Source: an optimization exercise on an open RTL-to-GDS flow (aim: small area). Production flows keep margins and buffers that such runs may drop. In this exercise RTL edits were held to simulation tests only and were not proved equivalent to the original. Power is estimated from default activity; no workload was simulated.

==> design.v <==
package llsc_rwl_pkg;
  localparam int MaxHeld = 16;
  localparam int CntW    = $clog2(MaxHeld + 1);
  localparam int IdxW    = (MaxHeld > 1) ? $clog2(MaxHeld) : 1;
  localparam int CfgIdxW = 2;
  localparam logic [63:0] ExclBit     = 64'h8000_0000_0000_0000;
  localparam logic [63:0] SharedFull  = 64'h7FFF_FFFF_FFFF_FFFF;
  localparam logic [15:0] WordBytes   = 16'd8;
  typedef enum logic [1:0] {
    FuncAcquire = 2'd0,
    FuncLlResp  = 2'd1,
    FuncScResp  = 2'd2,
    FuncRelease = 2'd3
  } func_e;
  typedef enum logic [2:0] {
    KindLl    = 3'd0,
    KindSc    = 3'd1,
    KindRead  = 3'd2,
    KindWrite = 3'd3,
    KindNone  = 3'd4
  } kind_e;
  typedef enum logic [2:0] {
    StPending   = 3'd0,
    StAcquired  = 3'd1,
    StReleased  = 3'd2,
    StRestart   = 3'd3,
    StBadPhase  = 3'd4,
    StBadShared = 3'd5,
    StOverflow  = 3'd6
  } status_e;
  typedef enum logic [2:0] {
    PhIdle  = 3'd0,
    PhAcqLl = 3'd1,
    PhAcqSc = 3'd2,
    PhRelLl = 3'd3,
    PhRelSc = 3'd4
  } phase_e;
  typedef enum logic [CfgIdxW-1:0] {
    CfgNodeId      = 2'd0,
    CfgHeaderBytes = 2'd1,
    CfgNodeBytes   = 2'd2,
    CfgRestartAddr = 2'd3
  } cfg_idx_e;
  typedef struct packed {
    logic [1:0]  func;
    logic [63:0] lock_address;
    logic        want_exclusive;
    logic [63:0] response_data;
    logic        store_failed;
    logic        restart_after;
  } in_t;
  typedef struct packed {
    logic [2:0]  req_kind;
    logic [63:0] req_address;
    logic [15:0] req_bytes;
    logic [63:0] req_data;
    logic [2:0]  status;
    logic        mismatch_warning;
    logic [31:0] attempts;
  } out_t;
  localparam int OutW = 3 + 64 + 16 + 64 + 3 + 1 + 32;
  localparam int InW  = 2 + 64 + 1 + 64 + 1 + 1;
endpackage
module ll_sc_reader_writer_lock_engine (
  input  logic         clk_i,
  input  logic         rst_ni,
  input  logic         in_valid_i,
  output logic         in_ready_o,
  input  logic [132:0] in_data_i,
  output logic         out_valid_o,
  input  logic         out_ready_i,
  output logic [182:0] out_data_o,
  input  logic         cfg_valid_i,
  output logic         cfg_ready_o,
  input  logic [1:0]   cfg_index_i,
  input  logic [63:0]  cfg_data_i
);
  localparam logic [1:0] FAcq = 2'd0, FLl = 2'd1, FSc = 2'd2, FRel = 2'd3;
  localparam logic [2:0] PhIdle = 3'd0, PhAcqLl = 3'd1, PhAcqSc = 3'd2,
                         PhRelLl = 3'd3, PhRelSc = 3'd4;
  localparam logic [2:0] TLl = 3'd0, TSc = 3'd1, TRd = 3'd2, TWr = 3'd3,
                         TRel = 3'd4, TBadPh = 3'd5, TBadSh = 3'd6, TOvf = 3'd7;
  localparam logic [1:0] AZero = 2'd0, AOne = 2'd1, ACnt = 2'd2;
  logic [31:0] node_id_q;
  logic [6:0]  header_bytes_q;
  logic [15:0] node_bytes_q;
  logic [63:0] restart_addr_q;
  logic        s1_valid_q;
  logic [1:0]  s1_func_q;
  logic [63:0] s1_val_q;
  logic        s1_flag_q;
  logic        s1_go;
  logic        take;
  logic [2:0]  phase_q, phase_d;
  logic [4:0]  held_cnt_q, held_cnt_d;
  logic [3:0]  rel_idx_q, rel_idx_d;     
  logic        tgt_excl_q;
  logic        restart_q;
  logic [31:0] cnt_q;                    
  logic        fresh_q;                  
  logic [63:0] held_addr_q [16];
  logic [15:0] held_excl_q;
  logic [63:0] x_q;
  logic [2:0]  e_typ_q [2];
  logic [1:0]  e_att_q [2];
  logic [3:0]  e_idx_q [2];
  logic        e_mm_q  [2];
  logic        wr_ptr_q, rd_ptr_q;
  logic [1:0]  fill_q;
  logic        head_x_q;                 
  logic        head_dec_q;               
  logic        room, pop, head_stay;
  logic [2:0]  r_typ;
  logic [1:0]  r_att;
  logic [3:0]  r_idx;
  logic        r_mm;
  logic        stk_we, x_we, cap, inc, bad;
  logic [63:0] x_d;
  logic [63:0] w, ours, step1;
  logic        rd_excl, shared_ok;
  logic [63:0] out_addr;
  assign cfg_ready_o = 1'b1;
  assign room        = (fill_q != 2'd2);
  assign s1_go       = s1_valid_q && room;
  assign in_ready_o  = !s1_valid_q || s1_go;
  assign take        = in_valid_i && in_ready_o;
  assign pop         = out_valid_o && out_ready_i;
  assign head_stay   = (fill_q != 2'd0) && !pop;
  assign w         = s1_val_q;
  assign ours      = {1'b1, 31'd0, node_id_q};
  assign rd_excl   = held_excl_q[rel_idx_q];
  assign shared_ok = !w[63] && !tgt_excl_q && (w != 64'h7FFF_FFFF_FFFF_FFFF);
  always_comb begin
    logic [63:0] y;
    logic        c;
    y = w ^ {64{phase_q == PhRelLl}};
    c = 1'b1;
    for (int i = 0; i < 64; i++) begin
      step1[i] = w[i] ^ c;
      c        = c & y[i];
    end
  end
  always_comb begin
    phase_d    = phase_q;
    held_cnt_d = held_cnt_q;
    rel_idx_d  = rel_idx_q;
    stk_we     = 1'b0;
    x_we       = 1'b0;
    x_d        = step1;
    cap        = 1'b0;
    inc        = 1'b0;
    bad        = 1'b0;
    r_typ      = TBadPh;
    r_att      = AZero;
    r_idx      = held_cnt_q[3:0];
    r_mm       = 1'b0;
    unique case (s1_func_q)
      FAcq: begin
        if (phase_q != PhIdle) begin
          bad = 1'b1;
        end else if (held_cnt_q[4]) begin
          r_typ = TOvf;
        end else begin
          stk_we  = 1'b1;
          cap     = 1'b1;
          phase_d = PhAcqLl;
          r_typ   = TLl;
          r_att   = AOne;
        end
      end
      FLl: begin
        if (phase_q == PhAcqLl) begin
          if (w == '0 || shared_ok) begin
            x_we    = 1'b1;
            if (tgt_excl_q) x_d = ours;
            phase_d = PhAcqSc;
            r_typ   = TSc;
            r_att   = fresh_q ? AOne : ACnt;
          end else if (tgt_excl_q && w == ours) begin
            phase_d = PhIdle;
            r_typ   = TRd;
            r_att   = fresh_q ? AOne : ACnt;
          end else begin
            inc   = 1'b1;
            r_typ = TLl;
            r_att = ACnt;
          end
        end else if (phase_q == PhRelLl) begin
          if (!rd_excl && (w == '0 || w[63])) begin
            bad   = 1'b1;
            r_typ = TBadSh;
          end else begin
            x_we    = 1'b1;
            if (rd_excl) x_d = '0;
            phase_d = PhRelSc;
            r_typ   = TSc;
            r_idx   = rel_idx_q;
            r_mm    = rd_excl && (w != ours);
          end
        end else begin
          bad = 1'b1;
        end
      end
      FSc: begin
        if (phase_q == PhAcqSc) begin
          if (s1_flag_q) begin
            inc     = 1'b1;
            phase_d = PhAcqLl;
            r_typ   = TLl;
            r_att   = ACnt;
          end else begin
            held_cnt_d = held_cnt_q + 5'd1;
            phase_d    = PhIdle;
            r_typ      = TRd;
            r_att      = fresh_q ? AOne : ACnt;
          end
        end else if (phase_q == PhRelSc) begin
          if (s1_flag_q) begin
            phase_d = PhRelLl;
            r_typ   = TLl;
            r_idx   = rel_idx_q;
          end else if (rel_idx_q != 4'd0) begin
            rel_idx_d = rel_idx_q - 4'd1;
            phase_d   = PhRelLl;
            r_typ     = TLl;
            r_idx     = rel_idx_q - 4'd1;
          end else begin
            held_cnt_d = '0;
            phase_d    = PhIdle;
            r_typ      = restart_q ? TWr : TRel;
          end
        end else begin
          bad = 1'b1;
        end
      end
      FRel: begin
        if (phase_q != PhIdle) begin
          bad = 1'b1;
        end else if (held_cnt_q == '0) begin
          r_typ = TRel;
        end else begin
          rel_idx_d = held_cnt_q[3:0] - 4'd1;
          phase_d   = PhRelLl;
          r_typ     = TLl;
          r_idx     = held_cnt_q[3:0] - 4'd1;
        end
      end
      default: bad = 1'b1;
    endcase
    if (bad) begin
      phase_d    = PhIdle;
      held_cnt_d = '0;
    end
  end
  always_ff @(posedge clk_i or negedge rst_ni) begin
    if (!rst_ni) begin
      node_id_q      <= '0;
      header_bytes_q <= 7'd8;
      node_bytes_q   <= 16'd256;
      restart_addr_q <= '0;
    end else if (cfg_valid_i) begin
      unique case (cfg_index_i)
        2'd0: node_id_q      <= cfg_data_i[31:0];
        2'd1: header_bytes_q <= cfg_data_i[6:0];
        2'd2: node_bytes_q   <= cfg_data_i[15:0];
        default: restart_addr_q <= cfg_data_i;
      endcase
    end
  end
  always_ff @(posedge clk_i or negedge rst_ni) begin
    if (!rst_ni) begin
      s1_valid_q <= 1'b0;
      phase_q    <= PhIdle;
      held_cnt_q <= '0;
      fill_q     <= '0;
      wr_ptr_q   <= 1'b0;
      rd_ptr_q   <= 1'b0;
      head_x_q   <= 1'b0;
      head_dec_q <= 1'b0;
    end else begin
      if (take) begin
        s1_valid_q <= 1'b1;
      end else if (s1_go) begin
        s1_valid_q <= 1'b0;
      end
      if (s1_go) begin
        phase_q    <= phase_d;
        held_cnt_q <= held_cnt_d;
        wr_ptr_q   <= !wr_ptr_q;
      end
      if (pop) begin
        rd_ptr_q <= !rd_ptr_q;
      end
      fill_q <= fill_q + {1'b0, s1_go} - {1'b0, pop};
      if (pop) begin
        head_x_q   <= 1'b0;
        head_dec_q <= 1'b0;
      end else if (s1_go && fill_q != 2'd0) begin
        if (cap) head_x_q <= 1'b1;
        if (inc && (fresh_q || !(&cnt_q))) head_dec_q <= 1'b1;
      end
    end
  end
  always_ff @(posedge clk_i) begin
    if (take) begin
      s1_func_q <= in_data_i[132:131];
      s1_val_q  <= (in_data_i[132:131] == FAcq) ? in_data_i[130:67] : in_data_i[65:2];
      unique case (in_data_i[132:131])
        FAcq:    s1_flag_q <= in_data_i[66];
        FSc:     s1_flag_q <= in_data_i[1];
        default: s1_flag_q <= in_data_i[0];
      endcase
    end
    if (s1_go) begin
      rel_idx_q <= rel_idx_d;
      if (stk_we) begin
        tgt_excl_q <= s1_flag_q;
        fresh_q    <= 1'b1;
      end
      if (inc) begin
        fresh_q <= 1'b0;
        if (fresh_q)        cnt_q <= 32'd2;
        else if (!(&cnt_q)) cnt_q <= cnt_q + 32'd1;
      end
      if (s1_func_q == FRel) begin
        restart_q <= s1_flag_q;
      end
      if (x_we) begin
        x_q <= x_d;
      end else if (cap && head_stay) begin
        x_q <= out_addr;
      end
      e_typ_q[wr_ptr_q] <= r_typ;
      e_att_q[wr_ptr_q] <= r_att;
      e_idx_q[wr_ptr_q] <= r_idx;
      e_mm_q[wr_ptr_q]  <= r_mm;
    end
  end
  for (genvar s = 0; s < 16; s++) begin : g_stack
    always_ff @(posedge clk_i) begin
      if (s1_go && stk_we && held_cnt_q[3:0] == 4'(s)) begin
        held_addr_q[s] <= s1_val_q;
        held_excl_q[s] <= s1_flag_q;
      end
    end
  end
  logic [2:0]  h_typ;
  logic [1:0]  h_att;
  logic [3:0]  h_idx;
  logic        h_mm;
  logic [63:0] h_slot;
  logic [63:0] h_sum;
  logic [2:0]  o_kind, o_status;
  logic [15:0] o_bytes;
  logic [63:0] o_data;
  logic [31:0] o_att;
  assign h_typ = e_typ_q[rd_ptr_q];
  assign h_att = e_att_q[rd_ptr_q];
  assign h_idx = e_idx_q[rd_ptr_q];
  assign h_mm  = e_mm_q[rd_ptr_q];
  always_comb begin
    h_slot = '0;
    for (int s = 0; s < 16; s++) begin
      h_slot = h_slot | (held_addr_q[s] & {64{h_idx == 4'(s)}});
    end
  end
  assign h_sum = h_slot + {57'd0, (h_typ == TRd) ? header_bytes_q : 7'd0};
  always_comb begin
    o_kind   = 3'd4;
    o_status = 3'd0;
    o_bytes  = '0;
    out_addr = '0;
    o_data   = '0;
    unique case (h_typ)
      TLl: begin
        o_kind   = 3'd0;
        o_bytes  = {9'd0, header_bytes_q};
        out_addr = h_sum;
      end
      TSc: begin
        o_kind   = 3'd1;
        o_bytes  = 16'd8;
        out_addr = h_sum;
        o_data   = x_q;
      end
      TRd: begin
        o_kind   = 3'd2;
        o_status = 3'd1;
        o_bytes  = node_bytes_q;
        out_addr = head_x_q ? x_q : h_sum;
      end
      TWr: begin
        o_kind   = 3'd3;
        o_status = 3'd3;
        o_bytes  = 16'd8;
        out_addr = restart_addr_q;
      end
      TRel:    o_status = 3'd2;
      TBadPh:  o_status = 3'd4;
      TBadSh:  o_status = 3'd5;
      default: o_status = 3'd6;
    endcase
    unique case (h_att)
      AOne:    o_att = 32'd1;
      ACnt:    o_att = head_dec_q ? cnt_q - 32'd1 : cnt_q;
      default: o_att = '0;
    endcase
  end
  assign out_valid_o = (fill_q != 2'd0);
  assign out_data_o  = {o_kind, out_addr, o_bytes, o_data, o_status, h_mm, o_att};
endmodule
==> run.sh <==
#!/bin/bash
# synth_recipe.tcl (not shown) runs the flow's synth.tcl, then flattens the netlist and writes it again
# the make line also repeats each setting of config.mk as NAME=value (left out here)
make -C /OpenROAD-flow-scripts/flow DESIGN_CONFIG=/design/flow/config.mk WORK_HOME=/design/flow/orfs CLKGATE_MAP_FILE= SYNTH_SCRIPT=/design/flow/synth_recipe.tcl finish
==> config.mk <==
export PLATFORM = sky130hd
export DESIGN_NAME = ll_sc_reader_writer_lock_engine
export DESIGN_NICKNAME = ll_sc_reader_writer_lock_engine
export VERILOG_FILES = /design/flow/design.v
export SDC_FILE = /design/flow/constraint.sdc
export NUM_CORES = 4
export LEC_CHECK = 0
export CAP_MARGIN = 20
export CORE_MARGIN = 2
export CORE_UTILIZATION = 35
export SLEW_MARGIN = 20
==> constraint.sdc <==
create_clock -name core_clock -period 6.5 [get_ports {clk_i}]
set_input_delay 1.3000 -clock core_clock [delete_from_list [all_inputs] [get_ports {clk_i}]]
set_output_delay 1.3000 -clock core_clock [all_outputs]
set_load 0.01 [all_outputs]
==> impl_metrics.env, run 1 <==
export IMPL_syn_inst=4520
export IMPL_antenna_found_initial=11
export IMPL_layout_drive_gt1_share_pct=22.2
export IMPL_maxCapViolations=0
export IMPL_final_cells=7671
export IMPL_cts_htree_levels=4
export IMPL_cpPeakStageDelay_ps=460
export IMPL_yosysWarningCount=2
export IMPL_outcome="failed layout checks"
export IMPL_route_vias_total=46500
export IMPL_start_util_pct=35.2
export IMPL_ctsRootBufferMaster="clkbuf_16"
export IMPL_route_detailed_drc=0
export IMPL_max_freq_ghz=0.150
export IMPL_grt_pass1_wl_um=346000
export IMPL_syn_nets=4749
export IMPL_maxSlewHeadroom_pct=17.0
export IMPL_synth_edf_count=1230
export IMPL_gp_congestion=0.978
export IMPL_async_flop_share_pct=9.82
export IMPL_min_period_ps=6670
export IMPL_cp_required_ps=5200
export IMPL_cp_max_fo=6
export IMPL_peakVddDrop_mv=0.260
export IMPL_worstMarginPinSlew_ps=1240
export IMPL_synthFlopType="edfxtp_1"
export IMPL_p_total_mw=32.8
export IMPL_r2r_start="s1_val_q[27]$_DFFE_PP_"
export IMPL_track_usage_pct=27.2
export IMPL_min_path_type="in2async"
export IMPL_p_per_area_nw_per_um2=427
export IMPL_final_util_pct=44.1
export IMPL_timing_final_ws_setup_ps=-170
export IMPL_clkSlewWorstSetupHoldPaths_ps=70
export IMPL_rsz0062_at_grt="true"
export IMPL_cts_tree="done"
export IMPL_core_area_um2=174000
export IMPL_numClockSinks=1364
export IMPL_io_buffers=388
export IMPL_die_h_um=422
export IMPL_yosysTopAreaCellShare_pct=60.3
export IMPL_pin_count=390
export IMPL_syn_area_um2=61300
export IMPL_row_count=153
export IMPL_regToRegSetupSlack_ps=970
export IMPL_synth_area_leader_cell="edfxtp_1"
export IMPL_insertion_delay_ps=820
export IMPL_synth_area_top_cells="edfxtp_1 60%, dfrtp_1 5.4%, a22oi_1 3.8%"
export IMPL_vias_per_cell=6.06
export IMPL_nFillCells=15700
export IMPL_grt_pass1_vias=44100
export IMPL_r2r_end="x_q[42]$_DFFE_PP_"
export IMPL_fin_setup_tns_ps=-2080
export IMPL_leakage_nw=26.2
export IMPL_so_faults="setup timing"
export IMPL_drt_wirelength_per_cell_um=32.7
export IMPL_grt_overflow_total=0
export IMPL_crit_top_cell="buf_6"
export IMPL_ys_types=106
export IMPL_drtIter0Drc=6704
export IMPL_place_ws_ps=-257
export IMPL_first_pass_iters=9
export IMPL_clk_path_buf_depth=3
export IMPL_dp_hpwl_um=172000
export IMPL_nNetsFinal=5458
export IMPL_cpMaxStageDelayCell="dfrtp_2"
export IMPL_drv_slew=0
export IMPL_arrival_ps=5370
export IMPL_worstSetupPathType="reg2out"
export IMPL_area_growth_pct=25.3
export IMPL_dieArea_um2=178000
export IMPL_postSynthAreaPerCell_um2=13.6
export IMPL_ys_seq_elements=1364
export IMPL_fin_skew_ps=33.9
export IMPL_wl_um=251000
export IMPL_hold_viol=0
export IMPL_drtAntennaViolNets=0
export IMPL_seq_area_frac_synth_pct=65.7
export IMPL_die_w_um=422
export IMPL_fin_crit_sh_pct=103
export IMPL_setup_violations=31
export IMPL_cp_end_kind="primary output"
export IMPL_dp_cells=7348
export IMPL_reg2reg_depth=9
export IMPL_startpoint_type="flip-flop"
export IMPL_cp_cell_sequence="or3b_4 -> buf_6 -> o22ai_4 -> buf_6 -> buf_8 -> a22o_1 -> a221oi_4 -> nand4_1 -> ha_4 -> nor3_1 -> nor2_1 -> o41ai_4 -> a21oi_2 -> nand4_1 -> nor4_4 -> buf_6 -> and3_4 -> buf_6 -> a21oi_2 -> nand3b_1 -> buf_2"
export IMPL_cts_buffers=145
export IMPL_grt_max_degree=66
## registers in the layout (all words and copies together) (netlist names), 3 cells and up
| signal | cells |
|---|---|
| header_bytes_q | 7 |
| node_id_q | 32 |
| e_att_q | 4 |
| rel_idx_q | 4 |
| held_excl_q | 16 |
| e_idx_q | 8 |
| x_q | 64 |
| cnt_q | 32 |
| phase_q | 3 |
| s1_val_q | 64 |
| node_bytes_q | 16 |
| restart_addr_q | 64 |
| e_typ_q | 6 |
| held_addr_q | 1024 |
| held_cnt_q | 5 |
## Yosys cell counts, drive strengths merged, types with 84 or more instances
master / n
edfxtp: 1230
a22oi: 314
nor2: 296
nand2: 204
mux2: 195
clkbuf: 170
a21oi: 162
o21ai: 160
nand3: 157
buf: 154
dfrtp: 132
xor2: 95
xnor2: 86
a222oi: 84
## logic make-up after synthesis
| kind of cell | Yosys count | share of synthesized area (%) |
|---|---|---|
| AND/OR/NAND/NOR | 1193 | 10.3 |
| buffers and inverters | 378 | 3.00 |
| adder cells (fa/ha/maj) | 25 | 0.523 |
| flip-flops | 1364 | 65.7 |
| AO/OA/AOI/OAI | 1145 | 13.5 |
| multiplexers | 233 | 4.31 |
| XOR/XNOR | 181 | 2.59 |
| other | 1 | 0.00612 |
## cells in the final DEF (no fill, tap or decap), drive strengths merged, types with 15 or more instances in the layout
| cell | n |
|---|---|
| edfxtp | 1230 |
| buf | 533 |
| clkdlybuf4s50 | 330 |
| a22oi | 314 |
| nor2 | 296 |
| nand2 | 204 |
| clkbuf | 202 |
| mux2 | 195 |
| a21oi | 162 |
| o21ai | 160 |
| nand3 | 157 |
| dfrtp | 132 |
| xor2 | 95 |
| xnor2 | 86 |
| a222oi | 84 |
| and2 | 78 |
| o22ai | 78 |
| a22o | 73 |
| nand4 | 72 |
| nor3 | 60 |
| inv | 59 |
| clkinv | 59 |
| or3 | 57 |
| and3 | 53 |
| a221oi | 46 |
| nor4 | 42 |
| or4 | 34 |
| mux2i | 33 |
| o211ai | 28 |
| a31oi | 26 |
| ha | 24 |
| or2 | 22 |
| nand2b | 20 |
| nor2b | 20 |
| nand3b | 15 |
| a211oi | 15 |
| o31ai | 15 |
## power breakdown
group          total (mW)  leakage (nW)  switching [mW]  internal [mW]
sequential           10.9          12.7           0.512           10.4
clock                8.23          2.27            3.67           4.56
combinational        13.7          11.2            8.60           5.11
total                32.8          26.2            12.8           20.0
## routing by layer
metal  share of wire, %  wire (um)  GRT usage (%)
met1                 38      95800           35.8
met2                 46     115000           42.9
met3                 10      25200           5.35
met4                6.0      15100           13.7
met5             0.0096         24              0
## stage by stage
step / hold slack [ps] / cell area, um^2
detailed placement: 480 / 70700
floorplan: 461 / 61300
global placement: 477 / 70600
global route: 373 / 76800
CTS: 339 / 76300
finish: 368 / 76800
## critical path: cells and delay by family, from the launching register on
family / cells / cell delay (ps)
simple gates: 8 / 1830
buf+inv: 6 / 940
compound gates: 6 / 830
flops: 1 / 460
fa+ha+maj: 1 / 460
## repair_timing
item / CTS / global route
buffers inserted: 41 / 18
cloned: 1 / 3
endpoints found under the setup margin: 58 / 58
gates resized for setup: 324 / 119
hold buffers: 0 / 0
pin swaps: 65 / 60
## cell type report
class                           count  area, um^2  area share, %
Clock inverter                     74         806           1.05
Sequential cell                  1364       40300           52.5
Timing Repair Buffer              886        8360           10.9
Antenna cell                        5        12.5         0.0163
Tap cell                         2325        2910           3.79
Inverter                           54         203          0.264
Multi-Input combinational cell   2778       20400           26.5
Clock buffer                      185        3880           5.05
## how the worst max path moves through the flow
stage | startpoint | end | slack [ps] | cells past startpoint
global placement | rd_ptr_q$_DFFE_PN0P_ | out_data_o[163] | -140 | 21
detailed placement | rd_ptr_q$_DFFE_PN0P_ | out_data_o[163] | -260 | 19
floorplan | rd_ptr_q$_DFFE_PN0P_ | out_data_o[176] | 10 | 24
global route | rd_ptr_q$_DFFE_PN0P_ | out_data_o[173] | -300 | 21
finish | rd_ptr_q$_DFFE_PN0P_ | out_data_o[173] | -170 | 21
CTS | e_idx_q[0][0]$_DFFE_PP_ | out_data_o[142] | -180 | 24
==> run 2: changes to the inputs <==
--- a/design.v
+++ b/design.v
@@ -81,10 +81,24 @@
   localparam logic [2:0] TLl = 3'd0, TSc = 3'd1, TRd = 3'd2, TWr = 3'd3,
                          TRel = 3'd4, TBadPh = 3'd5, TBadSh = 3'd6, TOvf = 3'd7;
   localparam logic [1:0] AZero = 2'd0, AOne = 2'd1, ACnt = 2'd2;
-  logic [31:0] node_id_q;
-  logic [6:0]  header_bytes_q;
-  logic [15:0] node_bytes_q;
-  logic [63:0] restart_addr_q;
+  function automatic logic [63:0] ones_below(logic [63:0] y);
+    logic [7:0]  blk, cin;
+    logic [63:0] r;
+    for (int k = 0; k < 8; k++) blk[k] = &y[8*k +: 8];
+    cin[0] = 1'b1;
+    for (int k = 1; k < 8; k++) cin[k] = cin[k-1] & blk[k-1];
+    for (int k = 0; k < 8; k++) begin
+      for (int j = 0; j < 8; j++) begin
+        r[8*k+j] = cin[k] & ((y[8*k +: 8] | (8'hFF << j)) == 8'hFF);
+      end
+    end
+    ones_below = r;
+  endfunction
+  logic [3:0]  cfg_set_q;
+  logic [31:0] node_id_r, node_id;
+  logic [6:0]  header_bytes_r, header_bytes;
+  logic [15:0] node_bytes_r, node_bytes;
+  logic [63:0] restart_addr_r, restart_addr;
   logic        s1_valid_q;
   logic [1:0]  s1_func_q;
   logic [63:0] s1_val_q;
@@ -101,14 +115,14 @@
   logic [63:0] held_addr_q [16];
   logic [15:0] held_excl_q;
   logic [63:0] x_q;
-  logic [2:0]  e_typ_q [2];
-  logic [1:0]  e_att_q [2];
-  logic [3:0]  e_idx_q [2];
-  logic        e_mm_q  [2];
-  logic        wr_ptr_q, rd_ptr_q;
+  logic [2:0]  hd_typ_q, tl_typ_q;
+  logic [1:0]  hd_att_q, tl_att_q;
+  logic [15:0] hd_sel_q;
+  logic [3:0]  tl_idx_q;
+  logic        hd_mm_q, tl_mm_q;
   logic [1:0]  fill_q;
-  logic        head_x_q;                 
-  logic        head_dec_q;               
+  logic        hd_x_q;                   
+  logic        hd_dec_q;                 
   logic        room, pop, head_stay;
   logic [2:0]  r_typ;
   logic [1:0]  r_att;
@@ -119,6 +133,7 @@
   logic [63:0] w, ours, step1;
   logic        rd_excl, shared_ok;
   logic [63:0] out_addr;
+  logic [31:0] cnt_inc, cnt_dec;
   assign cfg_ready_o = 1'b1;
   assign room        = (fill_q != 2'd2);
   assign s1_go       = s1_valid_q && room;
@@ -126,19 +141,21 @@
   assign take        = in_valid_i && in_ready_o;
   assign pop         = out_valid_o && out_ready_i;
   assign head_stay   = (fill_q != 2'd0) && !pop;
+  assign node_id      = cfg_set_q[0] ? node_id_r : 32'd0;
+  assign header_bytes = cfg_set_q[1] ? header_bytes_r : 7'd8;
+  assign node_bytes   = cfg_set_q[2] ? node_bytes_r : 16'd256;
+  assign restart_addr = cfg_set_q[3] ? restart_addr_r : 64'd0;
   assign w         = s1_val_q;
-  assign ours      = {1'b1, 31'd0, node_id_q};
+  assign ours      = {1'b1, 31'd0, node_id};
   assign rd_excl   = held_excl_q[rel_idx_q];
   assign shared_ok = !w[63] && !tgt_excl_q && (w != 64'h7FFF_FFFF_FFFF_FFFF);
+  assign step1 = w ^ ones_below(w ^ {64{phase_q == PhRelLl}});
   always_comb begin
-    logic [63:0] y;
-    logic        c;
-    y = w ^ {64{phase_q == PhRelLl}};
-    c = 1'b1;
-    for (int i = 0; i < 64; i++) begin
-      step1[i] = w[i] ^ c;
-      c        = c & y[i];
-    end
+    logic [63:0] ci, cd;
+    ci      = ones_below({32'd0, cnt_q});
+    cd      = ones_below({32'd0, ~cnt_q});
+    cnt_inc = cnt_q ^ ci[31:0];
+    cnt_dec = cnt_q ^ cd[31:0];
   end
   always_comb begin
     phase_d    = phase_q;
@@ -254,16 +271,18 @@
   end
   always_ff @(posedge clk_i or negedge rst_ni) begin
     if (!rst_ni) begin
-      node_id_q      <= '0;
-      header_bytes_q <= 7'd8;
-      node_bytes_q   <= 16'd256;
-      restart_addr_q <= '0;
+      cfg_set_q <= '0;
     end else if (cfg_valid_i) begin
+      cfg_set_q[cfg_index_i] <= 1'b1;
+    end
+  end
+  always_ff @(posedge clk_i) begin
+    if (cfg_valid_i) begin
       unique case (cfg_index_i)
-        2'd0: node_id_q      <= cfg_data_i[31:0];
-        2'd1: header_bytes_q <= cfg_data_i[6:0];
-        2'd2: node_bytes_q   <= cfg_data_i[15:0];
-        default: restart_addr_q <= cfg_data_i;
+        2'd0: node_id_r      <= cfg_data_i[31:0];
+        2'd1: header_bytes_r <= cfg_data_i[6:0];
+        2'd2: node_bytes_r   <= cfg_data_i[15:0];
+        default: restart_addr_r <= cfg_data_i;
       endcase
     end
   end
@@ -273,10 +292,8 @@
       phase_q    <= PhIdle;
       held_cnt_q <= '0;
       fill_q     <= '0;
-      wr_ptr_q   <= 1'b0;
-      rd_ptr_q   <= 1'b0;
-      head_x_q   <= 1'b0;
-      head_dec_q <= 1'b0;
+      hd_x_q     <= 1'b0;
+      hd_dec_q   <= 1'b0;
     end else begin
       if (take) begin
         s1_valid_q <= 1'b1;
@@ -286,18 +303,14 @@
       if (s1_go) begin
         phase_q    <= phase_d;
         held_cnt_q <= held_cnt_d;
-        wr_ptr_q   <= !wr_ptr_q;
-      end
-      if (pop) begin
-        rd_ptr_q <= !rd_ptr_q;
       end
       fill_q <= fill_q + {1'b0, s1_go} - {1'b0, pop};
       if (pop) begin
-        head_x_q   <= 1'b0;
-        head_dec_q <= 1'b0;
+        hd_x_q   <= 1'b0;
+        hd_dec_q <= 1'b0;
       end else if (s1_go && fill_q != 2'd0) begin
-        if (cap) head_x_q <= 1'b1;
-        if (inc && (fresh_q || !(&cnt_q))) head_dec_q <= 1'b1;
+        if (cap) hd_x_q <= 1'b1;
+        if (inc && (fresh_q || !(&cnt_q))) hd_dec_q <= 1'b1;
       end
     end
   end
@@ -320,7 +333,7 @@
       if (inc) begin
         fresh_q <= 1'b0;
         if (fresh_q)        cnt_q <= 32'd2;
-        else if (!(&cnt_q)) cnt_q <= cnt_q + 32'd1;
+        else if (!(&cnt_q)) cnt_q <= cnt_inc;
       end
       if (s1_func_q == FRel) begin
         restart_q <= s1_flag_q;
@@ -330,10 +343,23 @@
       end else if (cap && head_stay) begin
         x_q <= out_addr;
       end
-      e_typ_q[wr_ptr_q] <= r_typ;
-      e_att_q[wr_ptr_q] <= r_att;
-      e_idx_q[wr_ptr_q] <= r_idx;
-      e_mm_q[wr_ptr_q]  <= r_mm;
+    end
+    if (s1_go && (fill_q == 2'd0 || pop)) begin
+      hd_typ_q <= r_typ;
+      hd_att_q <= r_att;
+      hd_mm_q  <= r_mm;
+      for (int s = 0; s < 16; s++) hd_sel_q[s] <= (r_idx == 4'(s));
+    end else if (pop) begin
+      hd_typ_q <= tl_typ_q;
+      hd_att_q <= tl_att_q;
+      hd_mm_q  <= tl_mm_q;
+      for (int s = 0; s < 16; s++) hd_sel_q[s] <= (tl_idx_q == 4'(s));
+    end
+    if (s1_go) begin
+      tl_typ_q <= r_typ;
+      tl_att_q <= r_att;
+      tl_idx_q <= r_idx;
+      tl_mm_q  <= r_mm;
     end
   end
   for (genvar s = 0; s < 16; s++) begin : g_stack
@@ -344,37 +370,49 @@
       end
     end
   end
-  logic [2:0]  h_typ;
-  logic [1:0]  h_att;
-  logic [3:0]  h_idx;
-  logic        h_mm;
   logic [63:0] h_slot;
   logic [63:0] h_sum;
   logic [2:0]  o_kind, o_status;
   logic [15:0] o_bytes;
   logic [63:0] o_data;
   logic [31:0] o_att;
-  assign h_typ = e_typ_q[rd_ptr_q];
-  assign h_att = e_att_q[rd_ptr_q];
-  assign h_idx = e_idx_q[rd_ptr_q];
-  assign h_mm  = e_mm_q[rd_ptr_q];
   always_comb begin
     h_slot = '0;
     for (int s = 0; s < 16; s++) begin
-      h_slot = h_slot | (held_addr_q[s] & {64{h_idx == 4'(s)}});
+      h_slot = h_slot | (held_addr_q[s] & {64{hd_sel_q[s]}});
+    end
+  end
+  always_comb begin
+    logic [6:0]  b, g, p;
+    logic [7:0]  c;
+    logic [63:0] up;
+    b = (hd_typ_q == TRd) ? header_bytes : 7'd0;
+    g = h_slot[6:0] & b;
+    p = h_slot[6:0] ^ b;
+    c[0] = 1'b0;
+    for (int i = 0; i < 7; i++) begin
+      c[i+1] = g[i];
+      for (int j = 0; j < i; j++) begin
+        logic t;
+        t = g[j];
+        for (int k = j + 1; k <= i; k++) t = t & p[k];
+        c[i+1] = c[i+1] | t;
+      end
     end
+    up = ones_below({7'h7F, h_slot[63:7]});
+    h_sum[6:0]  = p ^ c[6:0];
+    h_sum[63:7] = h_slot[63:7] ^ ({57{c[7]}} & up[56:0]);
   end
-  assign h_sum = h_slot + {57'd0, (h_typ == TRd) ? header_bytes_q : 7'd0};
   always_comb begin
     o_kind   = 3'd4;
     o_status = 3'd0;
     o_bytes  = '0;
     out_addr = '0;
     o_data   = '0;
-    unique case (h_typ)
+    unique case (hd_typ_q)
       TLl: begin
         o_kind   = 3'd0;
-        o_bytes  = {9'd0, header_bytes_q};
+        o_bytes  = {9'd0, header_bytes};
         out_addr = h_sum;
       end
       TSc: begin
@@ -386,26 +424,26 @@
       TRd: begin
         o_kind   = 3'd2;
         o_status = 3'd1;
-        o_bytes  = node_bytes_q;
-        out_addr = head_x_q ? x_q : h_sum;
+        o_bytes  = node_bytes;
+        out_addr = hd_x_q ? x_q : h_sum;
       end
       TWr: begin
         o_kind   = 3'd3;
         o_status = 3'd3;
         o_bytes  = 16'd8;
-        out_addr = restart_addr_q;
+        out_addr = restart_addr;
       end
       TRel:    o_status = 3'd2;
       TBadPh:  o_status = 3'd4;
       TBadSh:  o_status = 3'd5;
       default: o_status = 3'd6;
     endcase
-    unique case (h_att)
+    unique case (hd_att_q)
       AOne:    o_att = 32'd1;
-      ACnt:    o_att = head_dec_q ? cnt_q - 32'd1 : cnt_q;
+      ACnt:    o_att = hd_dec_q ? cnt_dec : cnt_q;
       default: o_att = '0;
     endcase
   end
   assign out_valid_o = (fill_q != 2'd0);
-  assign out_data_o  = {o_kind, out_addr, o_bytes, o_data, o_status, h_mm, o_att};
+  assign out_data_o  = {o_kind, out_addr, o_bytes, o_data, o_status, hd_mm_q, o_att};
 endmodule
--- a/config.mk
+++ b/config.mk
@@ -7,5 +7,6 @@
 export LEC_CHECK = 0
 export CAP_MARGIN = 20
 export CORE_MARGIN = 2
-export CORE_UTILIZATION = 35
+export CORE_UTILIZATION = 60
+export CTS_BUF_LIST = sky130_fd_sc_hd__clkbuf_4
 export SLEW_MARGIN = 20
==> impl_metrics.env, run 2 <==
export IMPL_cp_max_fo=5
export IMPL_area_growth_pct=19.8
export IMPL_drt_wirelength_per_cell_um=32.1
export IMPL_grt_overflow_total=0
export IMPL_min_path_type="in2async"
export IMPL_final_cell_mix="1361 x edfxtp_1, 507 x clkbuf_4, 333 x clkdlybuf4s50_1"
export IMPL_pwr_share_comb_pct=35.4
export IMPL_layout_drive_gt1_share_pct=21.4
export IMPL_grt_pass1_vias=40500
export IMPL_grt_pass1_wl_um=280000
export IMPL_grt_max_degree=66
export IMPL_vias_per_cell=6.87
export IMPL_seq_area_frac_synth_pct=70.7
export IMPL_clk_path_buf_depth=4
export IMPL_die_w_um=316
export IMPL_p_per_area_nw_per_um2=403
export IMPL_ys_seq_elements=1378
export IMPL_track_usage_pct=39.3
export IMPL_yosysTopAreaCellShare_pct=70.0
export IMPL_reg2reg_depth=9
export IMPL_min_period_ps=6590
export IMPL_synth_area_top_cells="edfxtp_1 70%, a221oi_1 3.5%, a22o_1 3.3%"
export IMPL_fin_skew_ps=120
export IMPL_postSynthAreaPerCell_um2=14.9
export IMPL_synthFlopType="edfxtp_1"
export IMPL_syn_area_um2=58400
export IMPL_cp_required_ps=5200
export IMPL_drtAntennaViolNets=0
export IMPL_leakage_nw=23.8
export IMPL_pwr_share_seq_pct=39.0
export IMPL_dr_wl_met3_um=27900
export IMPL_startpoint_type="flip-flop"
export IMPL_setup_violations=7
export IMPL_p_int_mw=18.2
export IMPL_stdcell_area_um2=70000
export IMPL_syn_nets=4151
export IMPL_cts_htree_levels=5
export IMPL_dpl_cell_area_um2=64600
export IMPL_dp_hpwl_um=118000
export IMPL_swShare_pct=35.5
export IMPL_antenna_found_initial=5
export IMPL_first_pass_iters=8
export IMPL_async_flop_share_pct=1.23
export IMPL_numClockSinks=1378
export IMPL_worstMarginPinSlew_ps=1200
export IMPL_route_vias_total=42300
export IMPL_synth_area_leader_cell="edfxtp_1"
export IMPL_p_sw_mw=10.0
export IMPL_ys_types=90
export IMPL_p_clk_share_pct=25.6
export IMPL_yosysMostFrequentCell="edfxtp_1"
export IMPL_highest_layer="met5"
export IMPL_maxCapViolations=0
export IMPL_arrival_ps=5290
export IMPL_outcome="failed layout checks"
export IMPL_clkSlewWorstSetupHoldPaths_ps=70
export IMPL_seq_area_um2=41300
export IMPL_whs_ps=40.1
export IMPL_wl_um=198000
export IMPL_cts_tree="done"
export IMPL_cts_hold_repair_buffers=0
export IMPL_timing_final_ws_setup_ps=-86.0
export IMPL_maxSlewHeadroom_pct=20.1
export IMPL_worstSetupPathType="reg2out"
export IMPL_met2WireLength_um=89500
export IMPL_so_faults="setup timing"
export IMPL_pin_count=390
export IMPL_row_count=114
export IMPL_cts_buffers=360
export IMPL_max_freq_ghz=0.152
export IMPL_io_buffers=388
export IMPL_hold_viol=0
export IMPL_insertion_delay_ps=1270
export IMPL_gp_congestion=0.919
export IMPL_synth_top_cells_by_count="1361 x edfxtp_1, 236 x a221oi_1, 221 x a22o_1, 199 x nor2_1, 170 x nand2_1"
export IMPL_yosysWarningCount=2
export IMPL_start_util_pct=60.5
export IMPL_cp_end_kind="primary output"
export IMPL_dieArea_um2=99900
export IMPL_ctsRootBufferMaster="clkbuf_4"
export IMPL_multiInputGateArea_um2=16400
export IMPL_core_area_um2=96600
export IMPL_drtIter0Drc=6476
export IMPL_drv_slew=0
export IMPL_nNetsFinal=4894
export IMPL_die_h_um=316
export IMPL_syn_inst=3910
export IMPL_met1_length_um=72500
export IMPL_final_common_cell="edfxtp_1"
export IMPL_synth_edf_count=1361
export IMPL_fin_crit_sh_pct=101
export IMPL_peakVddDrop_mv=0.265
export IMPL_route_detailed_drc=0
export IMPL_regMostFlops="held_addr_q"
export IMPL_largest_reg_flops=1024
export IMPL_nFillCells=6554
export IMPL_rsz0062_at_grt="true"
==> run 2: cell count changes after synthesis, moves of 71 or more <==
cell,delta
a221oi_1,+191
a222oi_1,-75
a22o_1,+148
a22oi_1,-178
dfrtp_1,-115
edfxtp_1,+131
mux2_2,-121
nand3_1,-102
nor2_1,-97
o21ai_0,-71
==> run 2: what timing repair did <==
action	CTS	global route
endpoints found under the setup margin	57	52
cloned	1	0
pin swaps	29	32
resized for setup	202	86
setup buffers	57	19
==> run 2: cell families (layout without fill, tap and decap cells) <==
kind of cell | Yosys count | after routing | synth area share (%)
flip-flops | 1378 | 1378 | 70.7
AO/OA/AOI/OAI | 1000 | 1000 | 13.2
AND/OR/NAND/NOR | 906 | 906 | 8.43
buffers and inverters | 321 | 1287 | 2.43
XOR/XNOR | 174 | 174 | 2.61
multiplexers | 93 | 93 | 1.84
adder cells (fa/ha/maj) | 37 | 37 | 0.805
other | 1 | 11 | 0.00642
==> run 2: final cells by class <==
type                    count  area share [%]
flip-flops and latches   1378            59.0
repair buffers            650            8.79
clock inverters            78           0.669
inverters                  52           0.279
well taps                1276            2.28
clock buffers             507            5.44
multi-input cells        2211            23.5
diodes                     10          0.0358
==> run 2: metrics by stage <==
step | worst slack [ps] | total power [mW] | util [%] | setup TNS, ps | std cells
2_1_floorplan | 45.6 | 15.8 | - | 0 | 3910
3_3_place_gp | 254 | 20.1 | 66.9 | 0 | 5491
3_5_place_dp | 132 | 20.2 | 66.9 | 0 | 5491
4_1_cts | -73.1 | 27.8 | 72.2 | -73.1 | 6134
5_1_grt | -162 | 29.1 | 72.4 | -2020 | 6158
6_report | -86.0 | 28.2 | 72.5 | -265 | 6162
==> run 2: worst paths after layout <==
path / start / end / slack [ps]
max: hd_sel_q[7]$_DFFE_PP_ / out_data_o[163] / -90
min: rst_ni / cfg_set_q[2]$_DFFE_PN0P_ / 40
max reg2reg: s1_val_q[35]$_DFFE_PP_ / x_q[37]$_DFFE_PP_ / 1400
min reg2reg: cfg_set_q[3]$_DFFE_PN0P_ / cfg_set_q[3]$_DFFE_PN0P_ / 500
max in group asynchronous: rst_ni / hd_dec_q$_DFFE_PN0P_ / 6010
min in group core_clock: cfg_set_q[3]$_DFFE_PN0P_ / cfg_set_q[3]$_DFFE_PN0P_ / 500
==> run 2: power by group through the flow <==
stage	clock, mW	combinational, mW	sequential, mW
after global routing	7.74	10.4	11.0
final	7.23	10.0	11.0
after floorplan	0	4.77	11.0
after global placement	0	8.92	11.2
after detailed placement	0	8.98	11.2
after CTS	7.29	9.54	11.0
==> run 2: critical path, cell delays in order (launching register included) <==
cell      delay (ps)
edfxtp_1         450
buf_6            160
buf_12           120
a22o_1           200
a221oi_2         200
nand4_1          300
ha_4             390
o211ai_1         100
nand2_2          120
a221oi_4          70
nor4_2           150
buf_4            210
nand2_4          100
buf_12           170
nor4_4           300
buf_6            180
xnor2_2          100
a222oi_1         430
inv_1            100
buf_2            160
==> run 2: routing by layer <==
layer / vias up / track usage, %
li1: 17400 / -
met1: 20800 / 55.6
met2: 3535 / 59.4
met3: 516 / 9.52
met4: 2 / 16.0
met5: - / 0
==> run 3: changes to the inputs <==
==> flow/run.sh (new file) <==
#!/bin/bash
# The standard layout, with the smallest buffer on every input and output port in place of
# the delay cell that buffer_ports picks by default. Everything else is the standard flow.
set -euo pipefail
export BUFFER_PORTS_ARGS="-buffer_cell sky130_fd_sc_hd__buf_1"
bash standard.sh > standard_flow.log 2>&1
==> standard.sh (new file) <==
#!/bin/bash
# synth_recipe.tcl (not shown) runs the flow's synth.tcl, then flattens the netlist and writes it again
# the make line also repeats each setting of config.mk as NAME=value (left out here)
make -C /OpenROAD-flow-scripts/flow DESIGN_CONFIG=/design/flow/config.mk WORK_HOME=/design/flow/orfs CLKGATE_MAP_FILE= SYNTH_SCRIPT=/design/flow/synth_recipe.tcl "${@:-finish}"
--- a/config.mk
+++ b/config.mk
@@ -7,6 +7,5 @@
 export LEC_CHECK = 0
 export CAP_MARGIN = 20
 export CORE_MARGIN = 2
-export CORE_UTILIZATION = 60
-export CTS_BUF_LIST = sky130_fd_sc_hd__clkbuf_4
+export CORE_UTILIZATION = 35
 export SLEW_MARGIN = 20
removed: run.sh
==> impl_metrics.env, run 3 <==
export IMPL_insertion_delay_ps=780
export IMPL_final_util_pct=41.3
export IMPL_setup_violations=0
export IMPL_die_w_um=413
export IMPL_synth_area_leader_cell="edfxtp_1"
export IMPL_start_util_pct=35.3
export IMPL_synth_xor_area_share_pct=2.61
export IMPL_track_usage_pct=23.9
export IMPL_dieArea_um2=170000
export IMPL_antenna_found_initial=12
export IMPL_syn_area_um2=58400
export IMPL_layout_drive_gt1_share_pct=12.6
export IMPL_max_freq_ghz=0.157
export IMPL_yosysMostFrequentCell="edfxtp_1"
export IMPL_drtIter0Drc=5826
export IMPL_ys_types=90
export IMPL_fin_skew_ps=29.0
export IMPL_cp_required_ps=5200
export IMPL_worstSetupPathType="reg2out"
export IMPL_cpPeakStageDelay_ps=770
export IMPL_drtAntennaViolNets=0
export IMPL_synthMuxAreaShare_pct=1.84
export IMPL_grt_max_degree=66
export IMPL_pin_count=390
export IMPL_drt_wirelength_per_cell_um=31.2
export IMPL_clkSlewWorstSetupHoldPaths_ps=60
export IMPL_regToRegSetupSlack_ps=1290
export IMPL_leakage_nw=21.9
export IMPL_postSynthAreaPerCell_um2=14.9
export IMPL_cpMaxStageDelayCell="edfxtp_1"
export IMPL_first_pass_iters=8
export IMPL_fin_setup_tns_ps=0
export IMPL_seq_area_frac_synth_pct=70.7
export IMPL_cts_buffers=150
export IMPL_nFillCells=15000
export IMPL_numClockSinks=1378
export IMPL_largest_reg_flops=1024
export IMPL_maxCapViolations=0
export IMPL_final_cell_mix="1361 x edfxtp_1, 385 x buf_1, 235 x a221oi_1"
export IMPL_min_path_type="in2async"
export IMPL_grt_overflow_total=0
export IMPL_fin_crit_sh_pct=97.9
export IMPL_dp_hpwl_um=129000
export IMPL_crit_path_start="hd_sel_q[2]$_DFFE_PP_"
export IMPL_peakVddDrop_mv=0.309
export IMPL_synth_simple_gate_area_share_pct=8.43
export IMPL_cp_cell_sequence="buf_8 -> a22o_1 -> a221oi_1 -> and4_1 -> nor4_2 -> buf_4 -> nand4_1 -> buf_4 -> nor4_4 -> buf_12 -> and3b_1 -> mux2i_1 -> nand2_1 -> buf_1"
export IMPL_outcome="complete, no violations"
export IMPL_drv_slew=0
export IMPL_arrival_ps=5060
export IMPL_crit_path_end="out_data_o[179]"
export IMPL_grt_pass1_vias=38100
export IMPL_r2r_end="x_q[59]$_DFFE_PP_"
export IMPL_syn_nets=4151
export IMPL_synth_top_family_by_area="compound AO/OA/AOI/OAI gates"
export IMPL_worstMarginPinSlew_ps=1230
export IMPL_cts_tree="done"
export IMPL_p_per_area_nw_per_um2=413
export IMPL_vias_per_cell=6.01
export IMPL_crit_family="simple AND/OR/NAND/NOR gates"
export IMPL_hold_viol=0
export IMPL_synth_top_cells_by_count="1361 x edfxtp_1, 236 x a221oi_1, 221 x a22o_1, 199 x nor2_1, 170 x nand2_1"
export IMPL_worst_path_buf_inv=5
export IMPL_wl_um=208000
export IMPL_gp_congestion=0.890
export IMPL_route_vias_total=40200
export IMPL_cp_max_fo=48
export IMPL_regMostFlops="held_addr_q"
export IMPL_ys_seq_elements=1378
export IMPL_synthAdderAreaFrac_pct=0.805
export IMPL_maxSlewHeadroom_pct=18.0
export IMPL_cts_htree_levels=4
export IMPL_r2r_start="s1_val_q[48]$_DFFE_PP_"
export IMPL_final_common_cell="edfxtp_1"
export IMPL_grt_pass1_wl_um=289000
export IMPL_reg2reg_depth=11
export IMPL_synth_edf_count=1361
export IMPL_yosysTopAreaCellShare_pct=70.0
export IMPL_row_count=149
export IMPL_synth_area_top_cells="edfxtp_1 70%, a221oi_1 3.5%, a22o_1 3.3%"
export IMPL_clk_path_buf_depth=3
export IMPL_rsz0062_at_grt="false"
export IMPL_yosysWarningCount=2
export IMPL_synth_compound_area_share_pct=13.2
export IMPL_min_period_ps=6360
export IMPL_crit_top_cell="buf_4"
export IMPL_io_buffers=388
export IMPL_nNetsFinal=4619
export IMPL_path_depth=14
export IMPL_area_growth_pct=16.8
export IMPL_die_h_um=413
export IMPL_route_detailed_drc=0
export IMPL_startpoint_type="flip-flop"
export IMPL_cp_end_kind="primary output"
export IMPL_core_area_um2=165000
export IMPL_async_flop_share_pct=1.23
export IMPL_syn_inst=3910
export IMPL_ctsRootBufferMaster="clkbuf_16"
export IMPL_synthFlopType="edfxtp_1"
[run 3: cell counts after synthesis]
Identical to the previous run, type by type.
[run 3: routing by layer]
layer	GRT usage (%)	wire length [um]	vias to the layer above
li1	-	-	16700
met1	32.0	81300	20500
met2	36.9	94500	2589
met3	6.61	24400	393
met4	8.88	7960	14
met5	0	256	-
[run 3: cell type report]
cell class	instances	area (um^2)	share of cell area (%)
Sequential cell	1378	41300	60.5
Multi-Input combinational cell	2211	16000	23.5
Clock buffer	205	4140	6.07
Timing Repair Buffer	585	3250	4.76
Tap cell	2189	2740	4.01
Clock inverter	66	616	0.902
Inverter	52	195	0.286
Antenna cell	1	2.50	0.00367
[run 3: power by group]
group | internal [mW] | leakage (nW) | switching [mW]
registers | 10.5 | 12.6 | 0.500
clock network | 4.83 | 2.30 | 3.52
logic | 2.82 | 7.08 | 6.00
[run 3: kinds of logic (layout without fill, tap and decap cells)]
family          Yosys count  in the layout
compound gates         1000           1000
buf+inv                 321            908
simple gates            906            906
fa+ha+maj                37             37
xor+xnor                174            174
mux                      93             93
flops                  1378           1378
other cells               1              2
[run 3: worst reg2reg max path, delay by kind of cell (launching register included)]
family                 cells  cell delay, ps
AO/OA/AOI/OAI              3             830
AND/OR/NAND/NOR            6            2330
flip-flops                 1             830
buffers and inverters      2             990
[run 3: worst min-delay path by stage]
stage	start	end	slack (ps)	cells after the start
global placement	cfg_set_q[0]$_DFFE_PN0P_	cfg_set_q[0]$_DFFE_PN0P_	450	1
finish	rst_ni	cfg_set_q[3]$_DFFE_PN0P_	460	1
detailed placement	cfg_set_q[0]$_DFFE_PN0P_	cfg_set_q[0]$_DFFE_PN0P_	460	1
floorplan	cfg_set_q[3]$_DFFE_PN0P_	cfg_set_q[3]$_DFFE_PN0P_	430	1
CTS	rst_ni	cfg_set_q[3]$_DFFE_PN0P_	430	1
global route	rst_ni	cfg_set_q[3]$_DFFE_PN0P_	470	1
[run 3: repair_timing]
item | 4_1_cts | 5_1_grt
setup buffers | 2 | 5
endpoints found under the setup margin | 22 | 35
pin swaps | 0 | 1
gates resized for setup | 9 | 20
hold buffers | 0 | 0
cloned | 0 | 0
[run 3: through the flow]
| stage | hold WS (ps) | area (um^2) | worst slack [ps] | power, mW | std cells |
|---|---|---|---|---|---|
| finish | 460 | 68300 | 138 | 28.2 | 6687 |
| global route | 467 | 68300 | 11.1 | 29.1 | 6687 |
| CTS | 432 | 68100 | 16.0 | 28.0 | 6679 |
| detailed placement | 459 | 63300 | 634 | 19.7 | 6406 |
| global placement | 454 | 63200 | 657 | 19.6 | 6404 |
| floorplan | 430 | 58400 | 45.6 | 15.8 | 3910 |
==> run 4: changes to the inputs <==
--- a/design.v
+++ b/design.v
@@ -109,6 +109,7 @@
   logic [4:0]  held_cnt_q, held_cnt_d;
   logic [3:0]  rel_idx_q, rel_idx_d;     
   logic        tgt_excl_q;
+  logic [6:0]  tgt_lo_q;                 
   logic        restart_q;
   logic [31:0] cnt_q;                    
   logic        fresh_q;                  
@@ -328,6 +329,7 @@
       rel_idx_q <= rel_idx_d;
       if (stk_we) begin
         tgt_excl_q <= s1_flag_q;
+        tgt_lo_q   <= s1_val_q[6:0];
         fresh_q    <= 1'b1;
       end
       if (inc) begin
@@ -383,25 +385,16 @@
     end
   end
   always_comb begin
-    logic [6:0]  b, g, p;
-    logic [7:0]  c;
+    logic [7:0]  lo;
     logic [63:0] up;
-    b = (hd_typ_q == TRd) ? header_bytes : 7'd0;
-    g = h_slot[6:0] & b;
-    p = h_slot[6:0] ^ b;
-    c[0] = 1'b0;
-    for (int i = 0; i < 7; i++) begin
-      c[i+1] = g[i];
-      for (int j = 0; j < i; j++) begin
-        logic t;
-        t = g[j];
-        for (int k = j + 1; k <= i; k++) t = t & p[k];
-        c[i+1] = c[i+1] | t;
-      end
-    end
+    lo = {1'b0, tgt_lo_q} + {1'b0, header_bytes};
     up = ones_below({7'h7F, h_slot[63:7]});
-    h_sum[6:0]  = p ^ c[6:0];
-    h_sum[63:7] = h_slot[63:7] ^ ({57{c[7]}} & up[56:0]);
+    if (hd_typ_q == TRd) begin
+      h_sum[6:0]  = lo[6:0];
+      h_sum[63:7] = h_slot[63:7] ^ ({57{lo[7]}} & up[56:0]);
+    end else begin
+      h_sum = h_slot;
+    end
   end
   always_comb begin
     o_kind   = 3'd4;
==> impl_metrics.env, run 4 <==
export IMPL_dpl_cell_area_um2=63800
export IMPL_stdcell_area_um2=68600
export IMPL_fin_setup_tns_ps=0
export IMPL_grt_overflow_total=0
export IMPL_gp_congestion=0.921
export IMPL_max_freq_ghz=0.154
export IMPL_synth_top_family_by_area="compound AO/OA/AOI/OAI gates"
export IMPL_die_h_um=416
export IMPL_p_clk_share_pct=30.4
export IMPL_cts_buffers=147
export IMPL_synthAdderAreaFrac_pct=0.772
export IMPL_grt_pass1_vias=38900
export IMPL_dieArea_um2=173000
export IMPL_crit_top_cell="o21ai_0"
export IMPL_worstSetupPathType="reg2out"
export IMPL_startpoint_type="flip-flop"
export IMPL_reg2reg_depth=9
export IMPL_maxCapViolations=0
export IMPL_hold_viol=0
export IMPL_synth_area_top_cells="edfxtp_1 69%, a221oi_1 3.8%, a22o_1 3.7%"
export IMPL_p_int_mw=17.9
export IMPL_clk_path_buf_depth=3
export IMPL_rsz0062_at_grt="false"
export IMPL_drtAntennaViolNets=0
export IMPL_p_per_area_nw_per_um2=400
export IMPL_synth_simple_gate_area_share_pct=8.68
export IMPL_synthMuxAreaShare_pct=1.76
export IMPL_swShare_pct=35.0
export IMPL_async_flop_share_pct=1.23
export IMPL_route_vias_total=40400
export IMPL_drv_slew=0
export IMPL_cts_hold_repair_buffers=0
export IMPL_insertion_delay_ps=810
export IMPL_synth_compound_area_share_pct=13.2
export IMPL_cp_end_kind="primary output"
export IMPL_pin_count=390
export IMPL_route_detailed_drc=0
export IMPL_pwr_share_comb_pct=29.1
export IMPL_cp_max_fo=8
export IMPL_setup_violations=0
export IMPL_ys_types=98
export IMPL_synthFlopType="edfxtp_1"
export IMPL_final_common_cell="edfxtp_1"
export IMPL_cpMaxStageDelayCell="or4b_1"
export IMPL_worst_path_buf_inv=1
export IMPL_r2r_start="s1_val_q[21]$_DFFE_PP_"
export IMPL_min_period_ps=6500
export IMPL_fin_skew_ps=35.2
export IMPL_ctsRootBufferMaster="clkbuf_16"
export IMPL_r2r_end="x_q[34]$_DFFE_PP_"
export IMPL_ys_seq_elements=1385
export IMPL_row_count=151
export IMPL_cp_cell_sequence="and2_1 -> ha_1 -> nand3_1 -> o21ai_0 -> a31oi_1 -> or4b_1 -> or3_1 -> o21ai_0 -> a31o_2 -> buf_1"
export IMPL_p_sw_mw=9.62
export IMPL_cts_htree_levels=4
export IMPL_first_pass_iters=5
export IMPL_synth_xor_area_share_pct=2.60
export IMPL_yosysWarningCount=2
export IMPL_outcome="complete, no violations"
export IMPL_vias_per_cell=6.00
export IMPL_nNetsFinal=4631
export IMPL_worstMarginPinSlew_ps=1310
export IMPL_drtIter0Drc=4920
export IMPL_crit_family="compound AO/OA/AOI/OAI gates"
export IMPL_grt_pass1_wl_um=296000
export IMPL_syn_nets=4199
export IMPL_core_area_um2=169000
export IMPL_cts_tree="done"
export IMPL_arrival_ps=5200
export IMPL_pwr_share_seq_pct=40.6
export IMPL_dp_hpwl_um=134000
export IMPL_synth_area_leader_cell="edfxtp_1"
export IMPL_wl_um=214000
export IMPL_fin_crit_sh_pct=100
export IMPL_numClockSinks=1385
export IMPL_area_growth_pct=15.7
export IMPL_final_cell_mix="1368 x edfxtp_1, 388 x buf_1, 254 x a221oi_1"
export IMPL_io_buffers=388
export IMPL_regMostFlops="held_addr_q"
export IMPL_drt_wirelength_per_cell_um=31.8
export IMPL_layout_drive_gt1_share_pct=12.4
export IMPL_clkSlewWorstSetupHoldPaths_ps=60
export IMPL_postSynthAreaPerCell_um2=15.0
export IMPL_track_usage_pct=24.0
export IMPL_synth_top_cells_by_count="1368 x edfxtp_1, 254 x a221oi_1, 252 x a22o_1, 244 x nor2_1, 148 x nand2_1"
export IMPL_largest_reg_flops=1024
export IMPL_antenna_found_initial=9
export IMPL_syn_area_um2=59300
export IMPL_cp_required_ps=5200
export IMPL_synth_edf_count=1368
export IMPL_leakage_nw=22.0
export IMPL_start_util_pct=35.1
export IMPL_die_w_um=416
export IMPL_syn_inst=3959
export IMPL_regToRegSetupSlack_ps=1150
export IMPL_grt_max_degree=66
export IMPL_maxSlewHeadroom_pct=12.0
export IMPL_seq_area_frac_synth_pct=70.0
export IMPL_peakVddDrop_mv=0.329
export IMPL_cpPeakStageDelay_ps=830
export IMPL_min_path_type="in2async"
export IMPL_yosysMostFrequentCell="edfxtp_1"
export IMPL_yosysTopAreaCellShare_pct=69.3
[run 4: cell count changes after synthesis, moves of 18 or more]
cell      before  now
buf_4         27   50
nand2_1      170  148
nor2_1       199  244
a22oi_1      136   94
buf_6          3   42
nor3_1        84   57
a22o_1       221  252
buf_2         73   26
a221oi_1     236  254
nand2b_1      18   47
buf_1         33   14
[run 4: layer usage]
metal | vias to the layer above | track usage [%] | part of all wire, %
met2 | 2323 | 39.6 | 48
met5 | - | 0 | 0.012
li1 | 16800 | - | -
met4 | 4 | 14.6 | 6.8
met3 | 457 | 3.72 | 8.1
met1 | 20800 | 29.8 | 37
[run 4: through the flow]
| step | worst slack (ps) | instances | total power [mW] | util (%) | hold WS, ps |
|---|---|---|---|---|---|
| floorplan | 145 | 3959 | 15.7 | - | 431 |
| global placement | 931 | 6456 | 19.0 | 37.8 | 453 |
| detailed placement | 886 | 6456 | 19.1 | 37.8 | 464 |
| CTS | 16.7 | 6719 | 27.4 | 40.6 | 452 |
| global route | 42.3 | 6724 | 28.2 | 40.6 | 501 |
| finish | 3.15 | 6728 | 27.5 | 40.6 | 477 |
[run 4: area by class of cell]
cell class | count | area, um^2
Multi-Input combinational cell | 2248 | 16300
Timing Repair Buffer | 559 | 3140
Clock inverter | 78 | 748
Sequential cell | 1385 | 41500
Clock buffer | 185 | 3970
Inverter | 50 | 188
Fill cell | 15600 | 100000
Tap cell | 2218 | 2780
Antenna cell | 5 | 12.5
[run 4: power by group through the flow]
stage	registers (mW)	logic, mW	clock network (mW)
2_1_floorplan	11.0	4.63	0
3_3_place_gp	11.3	7.73	0
3_5_place_dp	11.3	7.76	0
4_1_cts	11.2	7.79	8.43
5_1_grt	11.2	8.28	8.76
6_report	11.1	7.98	8.35
[run 4: worst reg2reg max path, stage by stage (launching register included)]
cell      delay (ps)
edfxtp_1         790
nor4_1          1020
nand3_1          210
nor3_1           720
nand2_1          280
o31ai_1          300
o211a_4          650
buf_4            600
nand3_1          420
o221ai_1         170
[run 4: kinds of logic after synthesis]
family                     count (synthesis)
xor gates and xnor gates                 175
muxes                                     90
and+or+nand+nor                          931
AOI/OAI and AO/OA                       1015
DFF                                     1385
adders and majority gates                 36
buffers and inverters                    326
other                                      1
[run 4: worst max-delay path by stage]
| stage | start | endpoint | cells past startpoint |
|---|---|---|---|
| 2_1_floorplan | s1_func_q[0]$_DFFE_PP_ | held_addr_q[15][0]$_DFFE_PP_ | 6 |
| 3_3_place_gp | hd_sel_q[3]$_DFFE_PP_ | out_data_o[162] | 11 |
| 4_1_cts | hd_sel_q[3]$_DFFE_PP_ | out_data_o[162] | 11 |
| 3_5_place_dp | hd_sel_q[3]$_DFFE_PP_ | out_data_o[162] | 11 |
| 5_1_grt | hd_sel_q[9]$_DFFE_PP_ | out_data_o[162] | 11 |
| 6_report | cfg_set_q[1]$_DFFE_PN0P_ | out_data_o[130] | 10 |
[run 4: repair_timing]
| item | in CTS | in global routing |
|---|---|---|
| resized for setup | 0 | 0 |
| buffers inserted | 0 | 4 |
| setup endpoints to repair | 0 | 5 |

==> separate check: timing with driven ports <==
In the flow no input, the clock included, has a driving cell. The finished layouts below were timed again as built, in two steps.
Step 1 (the two cells are an assumption about what drives the block):
set clk [get_ports {clk_i}]
set_driving_cell -lib_cell sky130_fd_sc_hd__clkbuf_16 $clk
set_driving_cell -lib_cell sky130_fd_sc_hd__buf_2 [delete_from_list [all_inputs] $clk]
Step 2 adds t to the input delays and takes it off the output delays; t is the mean of the earliest and latest rising clock arrival at the registers after step 1. Input paths then give back, and output paths get back, about the clock's delay inside the block.
a / b / c = ideal / step 1 / step 2; a / b = the first two.
run | t (ns) | setup WS [ns] | hold WS [ns] | latest minus earliest clock arrival (ns)
run 1 | 0.893 | -0.170 / -0.253 / 0.639 | 0.368 / 0.325 / 0.493 | 0.043 / 0.043
run 2 | 1.276 | -0.086 / -0.157 / 1.120 | 0.040 / -0.008 / 0.499 | 0.125 / 0.125
run 3 | 0.851 | 0.138 / 0.058 / 0.908 | 0.460 / 0.402 / 0.465 | 0.032 / 0.033
run 4 | 0.872 | 0.003 / -0.077 / 0.795 | 0.477 / 0.422 / 0.478 | 0.039 / 0.038
